Source: an optimization exercise on an open RTL-to-GDS flow (aim: small area, a short achievable clock period and few clock cycles per item). Production flows keep margins and buffers that such runs may drop. In this exercise RTL edits were held to simulation tests only and were not proved equivalent to the original.

==> run C <==
==> flow/design.v <==
package sle_pkg;
	localparam int CAPACITY = 16;
	localparam int VAL_W    = 32;
	localparam logic [1:0] REQ_INS  = 2'd0;
	localparam logic [1:0] REQ_DEL  = 2'd1;
	localparam logic [1:0] REQ_DUMP = 2'd2;
	localparam logic [1:0] ST_OK       = 2'd0;
	localparam logic [1:0] ST_FULL     = 2'd1;
	localparam logic [1:0] ST_NOTFOUND = 2'd2;
	localparam logic [1:0] ST_EMPTY    = 2'd3;
endpackage
module sle_cmp (
	input  logic [31:0] a,
	input  logic [31:0] b,
	output logic        gt,
	output logic        eq
);
	logic [31:0] x, y, g0, e0;
	assign x = {~a[31], a[30:0]};
	assign y = {~b[31], b[30:0]};
	assign g0 = x & ~y;
	assign e0 = ~(x ^ y);
	logic [7:0] gg, ge;
	for (genvar k = 0; k < 8; k++) begin : g_grp
		assign ge[k] = &e0[4*k+3:4*k];
		assign gg[k] = g0[4*k+3] | e0[4*k+3] & (g0[4*k+2] | e0[4*k+2] & (g0[4*k+1] | e0[4*k+1] & g0[4*k]));
	end
	logic [1:0] hg, he;
	for (genvar k = 0; k < 2; k++) begin : g_h
		assign he[k] = &ge[4*k+3:4*k];
		assign hg[k] = gg[4*k+3] | ge[4*k+3] & (gg[4*k+2] | ge[4*k+2] & (gg[4*k+1] | ge[4*k+1] & gg[4*k]));
	end
	assign gt = hg[1] | he[1] & hg[0];
	assign eq = he[1] & he[0];
endmodule
module sle_chain (
	input  logic        clk,
	input  logic [4:0]  cnt,
	input  logic        do_ins,
	input  logic        do_del,
	input  logic [31:0] key,
	input  logic [3:0]  ridx,
	output logic        found,
	output logic [31:0] rdata
);
	localparam int N = sle_pkg::CAPACITY;
	logic [31:0]  vals [N];
	logic [N-1:0] gt, eq, valid, big, hit;
	for (genvar i = 0; i < N; i++) begin : g_cmp
		sle_cmp u_cmp (.a(vals[i]), .b(key), .gt(gt[i]), .eq(eq[i]));
		assign valid[i] = cnt > 5'(i);
		assign big[i] = ~valid[i] | gt[i];
		assign hit[i] = valid[i] & eq[i];
	end
	assign found = |hit;
	for (genvar i = 0; i < N; i++) begin : g_cell
		logic        en;
		logic [31:0] d;
		logic        from_left;
		if (i == 0) begin : g_first
			assign from_left = 1'b0;
		end else begin : g_inner
			assign from_left = big[i-1];
		end
		assign en = (do_ins & big[i]) | (do_del & found & (big[i] | eq[i]));
		if (i == N - 1) begin : g_last
			assign d = do_del ? vals[i] : (from_left ? vals[i-1] : key);
		end else if (i == 0) begin : g_head
			assign d = do_del ? vals[i+1] : key;
		end else begin : g_mid
			assign d = do_del ? vals[i+1] : (from_left ? vals[i-1] : key);
		end
		always_ff @(posedge clk)
			if (en)
				vals[i] <= d;
	end
	assign rdata = vals[ridx];
endmodule
module sorted_list_engine_core (
	input  logic               clk,
	input  logic               arst_n,
	input  logic               start,
	output logic               busy,
	input  logic [1:0]         req_type,
	input  logic signed [31:0] value,
	output logic               valid,
	output logic signed [31:0] item,
	output logic [4:0]         count,
	output logic [1:0]         status,
	output logic               last
);
	logic        rv_q;
	logic [1:0]  rt_q;
	logic [31:0] key_q;
	logic [4:0]  cnt_q, cnt_d;
	logic        dm_q, dm_d;
	logic [3:0]  idx_q, idx_d;
	logic        more_q, more_d;
	logic        take;
	logic        is_ins, is_del, is_dump;
	logic        full, found;
	logic        do_ins, do_del;
	logic [31:0] rdata;
	logic        res_v;
	logic [31:0] res_item;
	logic [1:0]  res_status;
	logic        res_last;
	logic        valid_q;
	logic [31:0] item_q;
	logic [4:0]  count_q;
	logic [1:0]  status_q;
	logic        last_q;
	assign is_ins  = rv_q & (rt_q == sle_pkg::REQ_INS);
	assign is_del  = rv_q & (rt_q == sle_pkg::REQ_DEL);
	assign is_dump = rv_q & (rt_q == sle_pkg::REQ_DUMP);
	assign full    = cnt_q[4];
	assign do_ins  = is_ins & ~full;
	assign do_del  = is_del;
	assign busy = (is_dump & (|cnt_q[4:1])) | more_q;
	assign take = start & ~busy;
	sle_chain u_chain (
		.clk   (clk),
		.cnt   (cnt_q),
		.do_ins(do_ins),
		.do_del(do_del),
		.key   (key_q),
		.ridx  (idx_q),
		.found (found),
		.rdata (rdata)
	);
	always_comb begin
		cnt_d      = cnt_q;
		dm_d       = dm_q;
		idx_d      = idx_q;
		more_d     = 1'b0;
		res_v      = 1'b0;
		res_item   = key_q;
		res_status = sle_pkg::ST_OK;
		res_last   = 1'b1;
		if (dm_q) begin
			res_v    = 1'b1;
			res_item = rdata;
			res_last = (5'(idx_q) + 5'd1) == cnt_q;
			if (res_last) begin
				dm_d  = 1'b0;
				idx_d = '0;
			end else begin
				idx_d  = idx_q + 4'd1;
				more_d = (5'(idx_q) + 5'd2) != cnt_q;
			end
		end else if (is_ins) begin
			res_v = 1'b1;
			if (full)
				res_status = sle_pkg::ST_FULL;
			else
				cnt_d = cnt_q + 5'd1;
		end else if (is_del) begin
			res_v = 1'b1;
			if (found)
				cnt_d = cnt_q - 5'd1;
			else
				res_status = sle_pkg::ST_NOTFOUND;
		end else if (is_dump) begin
			res_v = 1'b1;
			if (cnt_q == 5'd0) begin
				res_item   = '0;
				res_status = sle_pkg::ST_EMPTY;
			end else begin
				res_item = rdata;
				res_last = (cnt_q == 5'd1);
				if (cnt_q != 5'd1) begin
					dm_d   = 1'b1;
					idx_d  = 4'd1;
					more_d = (cnt_q != 5'd2);
				end
			end
		end
	end
	always_ff @(posedge clk or negedge arst_n) begin
		if (!arst_n) begin
			rv_q    <= 1'b0;
			cnt_q   <= '0;
			dm_q    <= 1'b0;
			idx_q   <= '0;
			more_q  <= 1'b0;
			valid_q <= 1'b0;
		end else begin
			rv_q    <= take;
			cnt_q   <= cnt_d;
			dm_q    <= dm_d;
			idx_q   <= idx_d;
			more_q  <= more_d;
			valid_q <= res_v;
		end
	end
	always_ff @(posedge clk) begin
		rt_q     <= req_type;
		key_q    <= value;
		item_q   <= res_item;
		count_q  <= cnt_d;
		status_q <= res_status;
		last_q   <= res_last;
	end
	assign valid  = valid_q;
	assign item   = item_q;
	assign count  = count_q;
	assign status = status_q;
	assign last   = last_q;
endmodule
==> flow/run.sh <==
#!/bin/bash
# synth_recipe.tcl (not shown) runs the flow's synth.tcl, then flattens the netlist and writes it again
# the make line also repeats each setting of config.mk as NAME=value (left out here)
make -C /OpenROAD-flow-scripts/flow DESIGN_CONFIG=/design/flow/config.mk WORK_HOME=/design/flow/orfs CLKGATE_MAP_FILE= SYNTH_SCRIPT=/design/flow/synth_recipe.tcl finish
==> flow/config.mk <==
export PLATFORM = sky130hd
export DESIGN_NAME = sorted_list_engine_core
export DESIGN_NICKNAME = sorted_list_engine_core
export VERILOG_FILES = /design/flow/design.v
export SDC_FILE = /design/flow/constraint.sdc
export NUM_CORES = 4
export LEC_CHECK = 0
export CAP_MARGIN = 20
export CORE_MARGIN = 2
export CORE_UTILIZATION = 40
export SLEW_MARGIN = 20
==> flow/constraint.sdc <==
create_clock -name core_clock -period 6.0 [get_ports {clk}]
set_input_delay 1.2000 -clock core_clock [delete_from_list [all_inputs] [get_ports {clk}]]
set_output_delay 1.2000 -clock core_clock [all_outputs]
set_load 0.01 [all_outputs]
==> run M: changes against run C <==
--- a/flow/design.v
+++ b/flow/design.v
@@ -34,46 +34,34 @@
 	assign eq = he[1] & he[0];
 endmodule
+module sle_mux3 (
+	input  logic [31:0] lft,
+	input  logic [31:0] kin,
+	input  logic [31:0] rgt,
+	input  logic        sl,
+	input  logic        sk,
+	input  logic        sr,
+	output logic [31:0] d
+);
+	assign d = ~((lft & {32{sl}}) | (kin & {32{sk}}) | (rgt & {32{sr}}));
+endmodule
 module sle_chain (
-	input  logic        clk,
-	input  logic [4:0]  cnt,
-	input  logic        do_ins,
-	input  logic        do_del,
-	input  logic [31:0] key,
-	input  logic [3:0]  ridx,
-	output logic        found,
-	output logic [31:0] rdata
-);
-	localparam int N = sle_pkg::CAPACITY;
-	logic [31:0]  vals [N];
-	logic [N-1:0] gt, eq, valid, big, hit;
-	for (genvar i = 0; i < N; i++) begin : g_cmp
-		sle_cmp u_cmp (.a(vals[i]), .b(key), .gt(gt[i]), .eq(eq[i]));
-		assign valid[i] = cnt > 5'(i);
-		assign big[i] = ~valid[i] | gt[i];
-		assign hit[i] = valid[i] & eq[i];
-	end
-	assign found = |hit;
-	for (genvar i = 0; i < N; i++) begin : g_cell
-		logic        en;
-		logic [31:0] d;
-		logic        from_left;
-		if (i == 0) begin : g_first
-			assign from_left = 1'b0;
-		end else begin : g_inner
-			assign from_left = big[i-1];
-		end
-		assign en = (do_ins & big[i]) | (do_del & found & (big[i] | eq[i]));
-		if (i == N - 1) begin : g_last
-			assign d = do_del ? vals[i] : (from_left ? vals[i-1] : key);
-		end else if (i == 0) begin : g_head
-			assign d = do_del ? vals[i+1] : key;
-		end else begin : g_mid
-			assign d = do_del ? vals[i+1] : (from_left ? vals[i-1] : key);
-		end
-		always_ff @(posedge clk)
-			if (en)
-				vals[i] <= d;
-	end
-	assign rdata = vals[ridx];
+	input  logic do_ins,
+	input  logic do_del,
+	input  logic do_rot,
+	input  logic found,
+	input  logic big,
+	input  logic big_prev,
+	input  logic eq,
+	input  logic held,
+	input  logic held_next,
+	output logic en,
+	output logic sl,
+	output logic sk,
+	output logic sr
+);
+	assign en = (do_ins & big) | (do_del & found & (big | eq)) | (do_rot & held);
+	assign sl = do_ins & big_prev;
+	assign sk = (do_ins & ~big_prev) | (do_rot & ~held_next);
+	assign sr = do_del | (do_rot & held_next);
 endmodule
 module sorted_list_engine_core (
@@ -101,5 +89,5 @@
 	logic        full, found;
 	logic        do_ins, do_del;
-	logic [31:0] rdata;
+	logic        do_rot;
 	logic        res_v;
 	logic [31:0] res_item;
@@ -117,16 +105,72 @@
 	assign do_ins  = is_ins & ~full;
 	assign do_del  = is_del;
+	assign do_rot  = dm_q | (is_dump & (cnt_q != 5'd0));
 	assign busy = (is_dump & (|cnt_q[4:1])) | more_q;
 	assign take = start & ~busy;
-	sle_chain u_chain (
-		.clk   (clk),
-		.cnt   (cnt_q),
-		.do_ins(do_ins),
-		.do_del(do_del),
-		.key   (key_q),
-		.ridx  (idx_q),
-		.found (found),
-		.rdata (rdata)
-	);
+	localparam int N = sle_pkg::CAPACITY;
+	logic [31:0]  st [N];
+	logic [31:0]  kbus, nkbus;
+	logic [31:0]  nkey;
+	logic [N-1:0] gt, eq, held, big, hit;
+	assign nkey = ~key_q;
+	for (genvar i = 0; i < N; i++) begin : g_cmp
+		if (i % 2 == 0) begin : g_even
+			sle_cmp u_cmp (.a(st[i]), .b(key_q), .gt(gt[i]), .eq(eq[i]));
+		end else begin : g_odd
+			sle_cmp u_cmp (.a(nkey), .b(st[i]), .gt(gt[i]), .eq(eq[i]));
+		end
+		assign held[i] = cnt_q > 5'(i);
+		assign big[i] = ~held[i] | gt[i];
+		assign hit[i] = held[i] & eq[i];
+	end
+	assign found = |hit;
+	for (genvar i = 0; i < N; i++) begin : g_cell
+		logic        en, sl, sk, sr;
+		logic [31:0] lft, rgt, d;
+		logic        big_prev, held_next;
+		if (i == 0) begin : g_first
+			assign big_prev = 1'b0;
+			assign lft      = '0;
+		end else begin : g_inner
+			assign big_prev = big[i-1];
+			assign lft      = st[i-1];
+		end
+		if (i == N - 1) begin : g_last
+			assign held_next = 1'b0;
+			assign rgt       = '0;
+		end else begin : g_mid
+			assign held_next = held[i+1];
+			assign rgt       = st[i+1];
+		end
+		sle_chain u_sel (
+			.do_ins   (do_ins),
+			.do_del   (do_del),
+			.do_rot   (do_rot),
+			.found    (found),
+			.big      (big[i]),
+			.big_prev (big_prev),
+			.eq       (eq[i]),
+			.held     (held[i]),
+			.held_next(held_next),
+			.en       (en),
+			.sl       (sl),
+			.sk       (sk),
+			.sr       (sr)
+		);
+		sle_mux3 u_mux (
+			.lft(lft),
+			.kin((i % 2 == 0) ? nkbus : kbus),
+			.rgt(rgt),
+			.sl (sl),
+			.sk (sk),
+			.sr (sr),
+			.d  (d)
+		);
+		always_ff @(posedge clk)
+			if (en)
+				st[i] <= d;
+	end
+	assign kbus  = do_rot ? st[0] : key_q;
+	assign nkbus = ~kbus;
 	always_comb begin
 		cnt_d      = cnt_q;
@@ -140,5 +184,5 @@
 		if (dm_q) begin
 			res_v    = 1'b1;
-			res_item = rdata;
+			res_item = st[0];
 			res_last = (5'(idx_q) + 5'd1) == cnt_q;
 			if (res_last) begin
@@ -167,5 +211,5 @@
 				res_status = sle_pkg::ST_EMPTY;
 			end else begin
-				res_item = rdata;
+				res_item = st[0];
 				res_last = (cnt_q == 5'd1);
 				if (cnt_q != 5'd1) begin
--- a/flow/config.mk
+++ b/flow/config.mk
@@ -9,3 +9,4 @@
 export CORE_MARGIN = 2
 export CORE_UTILIZATION = 40
+export SETUP_SLACK_MARGIN = 3
 export SLEW_MARGIN = 20
==> qor.tcl <==
set qor(mostFrequentLayoutCell) {sky130_fd_sc_hd__nand2_1}
set qor(grt_start_max_net_pins) 261
set qor(critical-path-top-delay-family) {simple AND/OR/NAND/NOR gates}
set qor(status) {complete, no violations}
set qor(min_period_ps) 5630
set qor(grt_setup_unrepaired) {false}
set qor(worst_pin_slew_ps) 1260
set qor(starting_drt_drc_count) 5796
set qor(power.clock.total_uw) 4640
set qor(power_density_nw_per_um2) 371
set qor(dr.max_layer_used) {met5}
set qor(wirelength_met1_um) 78700
set qor(routed-wl-met3_um) 22500
set qor(synth_mux_area_share_pct) 11.4
set qor(final_layout_size_suffix_gt1_share_pct) 7.96
set qor(max_freq_mhz) 178
set qor(tapcell.inserted) 1391
set qor(synth_area_per_cell_um2) 10.1
Source of the figures above: run C

==> qor.tcl <==
set qor(tapcell.inserted) 1254
set qor(status) {complete, no violations}
set qor(critical-path-top-delay-family) {compound AO/OA/AOI/OAI gates}
set qor(routed-wl-met3_um) 19400
set qor(grt_setup_unrepaired) {true}
set qor(wirelength_met1_um) 56400
set qor(final_layout_size_suffix_gt1_share_pct) 25.4
set qor(synth-compound-area-share_pct) 23.9
set qor(max_freq_mhz) 257
set qor(worst_pin_slew_ps) 1090
set qor(grt_start_max_net_pins) 38
set qor(synth_area_per_cell_um2) 11.4
set qor(starting_drt_drc_count) 7033
set qor(min_period_ps) 3890
set qor(synth_mux_area_share_pct) 0.856
set qor(power_density_nw_per_um2) 471
set qor(area_share_clock_buf_inv_pct) 4.44
set qor(reg2reg_slack_ps) 2110
Source of the figures above: run M

Testbench counts of run C, summed over its fixed seeds: cycles 7,090, requests 3,200.
Testbench counts of run M, summed over its fixed seeds: cycles 7,090, requests 3,200.

port drivers added, routing unchanged:
The results above use ideal ports. As a check the final layouts listed here were re-extracted and re-timed, cells and wires unchanged.
Step 1 (the two cells are an assumption about what drives the block):
set clk [get_ports {clk}]
set_driving_cell -lib_cell sky130_fd_sc_hd__clkbuf_16 $clk
set_driving_cell -lib_cell sky130_fd_sc_hd__buf_2 [delete_from_list [all_inputs] $clk]
Step 2 moves the port delays by t, midway between the first and last clock arrival at a register: inputs arrive t later, outputs are due t later. That takes back most of the time a late clock gives input paths.
a / b / c = no drivers / after step 1 / after step 2; a / b = the first two.
run | shift t [ns] | slack for setup (ns) | clock arrival spread, ns | worst slew at a driven data input, ns
run C | 0.744 | 0.371 / 0.371 / 0.371 | 0.033 / 0.033 | 0.05
run M | 0.722 | 2.106 / 2.106 / 2.106 | 0.037 / 0.037 | 0.05
After both steps setup and hold are still met in every run listed.
